From an optimization exercise on the open Yosys and OpenROAD flow, aimed at small area, a short achievable clock period and few clock cycles per item; shortcuts taken in it are not production practice.
At most, simulation tests tie the RTL to the original design; equivalence was not proved.
Power figures rest on the tool's default switching activity, not on a simulated workload.

## fir_decimator_top
module fir_decimator_top
(
	input wire logic clk,
	input wire logic resetn,
	input wire logic in_valid,
	input wire fir_pkg::sample_t data_in,
	input wire logic out_credit,
	output logic in_credit,
	output logic out_valid,
	output fir_pkg::sample_t data_out
);
	logic [4:0] m1;              
	logic [6:0] m3;              
	logic [7:0] m5;              
	logic [4:0] selA;            
	logic [4:0] nph;             
	logic done1;                 
	logic done2;                 
	logic [4:0] hi_r, hi_nx;     
	logic k9_r, k9_nx;           
	logic pend;                  
	logic ov;
	logic [4:0] res;
	logic [4:0] res_nx;
	logic [1:0] ocred;           
	logic [2:0] owe;             
	logic [3:0] commit;          
	logic icr;
	logic [4:0] u;
	logic [1:0] ocred_nx;
	logic [1:0] ocred_s;
	logic [3:0] commit_d;
	logic [2:0] owe_d;
	logic c_le8, c_le13;
	logic icr_nx;
	logic send;
	logic pend_nx;
	assign u = {~data_in[4], data_in[3:0]};
	logic [13:0] r10;
	assign r10 = ({14{selA[0]}} & 14'({5'(m1), 1'd0}))
		| ({14{selA[1]}} & 14'(5'(m1)))
		| ({14{selA[2]}} & 14'({5'(~m1), 1'd0}))
		| ({14{selA[3]}} & 14'(5'(~m1)))
		| ({14{selA[4]}} & 14'(5'(m1)));
	logic [13:0] r11;
	assign r11 = ({14{selA[0]}} & 14'({7'(m3), 2'd0}))
		| ({14{selA[1]}} & 14'({7'(m3), 2'd0}))
		| ({14{selA[3]}} & 14'({5'(~m1), 3'd0}));
	logic [13:0] r20;
	assign r20 = ({14{selA[0]}} & 14'({7'(m3), 6'd0}))
		| ({14{selA[1]}} & 14'({7'(m3), 5'd0}))
		| ({14{selA[3]}} & 14'({8'(~m5), 3'd0}))
		| ({14{selA[4]}} & 14'({5'(~m1), 4'd0}));
	logic [13:0] r21;
	assign r21 = ({14{selA[0]}} & 14'(5'(m1)))
		| ({14{selA[1]}} & 14'(7'(m3)))
		| ({14{selA[2]}} & 14'(7'(~m3)))
		| ({14{selA[3]}} & 14'(5'(m1)))
		| ({14{selA[4]}} & 14'({5'(m1), 1'd0}));
	logic [13:0] r30;
	assign r30 = ({14{selA[0]}} & 14'({5'(~m1), 4'd0}))
		| ({14{selA[1]}} & 14'({8'(~m5), 3'd0}))
		| ({14{selA[3]}} & 14'({7'(m3), 5'd0}))
		| ({14{selA[4]}} & 14'({7'(m3), 6'd0}));
	logic [13:0] r31;
	assign r31 = ({14{selA[0]}} & 14'({5'(m1), 1'd0}))
		| ({14{selA[1]}} & 14'(5'(m1)))
		| ({14{selA[2]}} & 14'(7'(~m3)))
		| ({14{selA[3]}} & 14'(7'(m3)))
		| ({14{selA[4]}} & 14'(5'(m1)));
	logic [10:0] r40;
	assign r40 = ({11{selA[0]}} & 11'(5'(m1)))
		| ({11{selA[1]}} & 11'(5'(~m1)))
  ...
Size: roughly 8100 sq um of cells after synthesis.
Settings: LEC_CHECK=0, CAP_MARGIN=20, CORE_MARGIN=2, CORE_UTILIZATION=40, SETUP_SLACK_MARGIN=4.32, SLEW_MARGIN=20; clock period 6.5 ns.
run.sh (not shown) runs the stock make flow with config.mk's settings and CLKGATE_MAP_FILE= SYNTH_SCRIPT=/design/flow/synth_recipe.tcl, a recipe that flattens the netlist after the stock synthesis.
Then changed:
--- a/flow/design.v
+++ b/flow/design.v
@@ -340,20 +340,22 @@
 	always_ff @(posedge clk)
 	begin
 		m1 <= u;
 		m3 <= {2'b0, u} + {1'b0, u, 1'b0};
 		m5 <= {3'b0, u} + {1'b0, u, 2'b0};
 		selA <= in_valid ? nph : 5'd0;
 		ov <= pend_nx && (ocred_s != 2'd0);
 		icr <= icr_nx;
-		hi_r <= hi_nx;
-		k9_r <= k9_nx;
-		if (done2)
-			res <= res_nx;
+		if (done1)
+		begin
+			hi_r <= hi_nx;
+			k9_r <= k9_nx;
+		end
+		res <= res_nx;
 	end
 	always_ff @(posedge clk, negedge resetn)
 	begin
 		if (!resetn)
 		begin
 			nph <= 5'd1;
 			done1 <= 1'b0;
 			done2 <= 1'b0;
After rerunning:
- maximum frequency is higher by 2.9%
- via count stays flat
- wire length is lower by 2.3%
- design area is higher by 0.84%
- flip-flop and latch count stays the same
- sequential share of layout area is lower by 0.15 points
- clock skew is higher by 0.013 ns
- count of clock-buffer cells in the layout is higher by 1
- power is higher by 4.0%
- global-route usage is lower by 0.43 points
- clock power is higher by about 10%
- final cell count stays flat
- non-clock buffer count is higher by 2
- setup slack gets better by 0.063 ns
Testbench counts after the change, summed over its fixed seeds: cycles 12,024, results 2,400.
Function not checked in the first run of this note: the RTL went through the layout flow alone.

-- port drivers added, routing unchanged --
Ports are ideal in the flow. The routed layouts listed here were re-timed in OpenROAD.
Step 1: set_driving_cell puts a clkbuf_16 on clk and a buf_2 on each other input, an assumption about the parent block.
Step 2 moves the port delays by t, midway between the first and last clock arrival at a register: inputs arrive t later, outputs are due t later. That takes back most of the time a late clock gives input paths.
Slacks: ideal ports / drivers / drivers and shift; pairs: ideal ports / drivers.
run | shift t [ns] | slack for setup (ns) | worst slew at a driven data input, ns
the first run | 0.469 | 4.242 / 4.200 / 3.937 | 0.03
the second run | 0.465 | 4.305 / 4.274 / 3.959 | 0.03
After both steps every run listed still meets setup and hold. The setup slack of the second run, which loses most, moves by -0.031 ns with the drivers and by -0.346 ns with both steps.
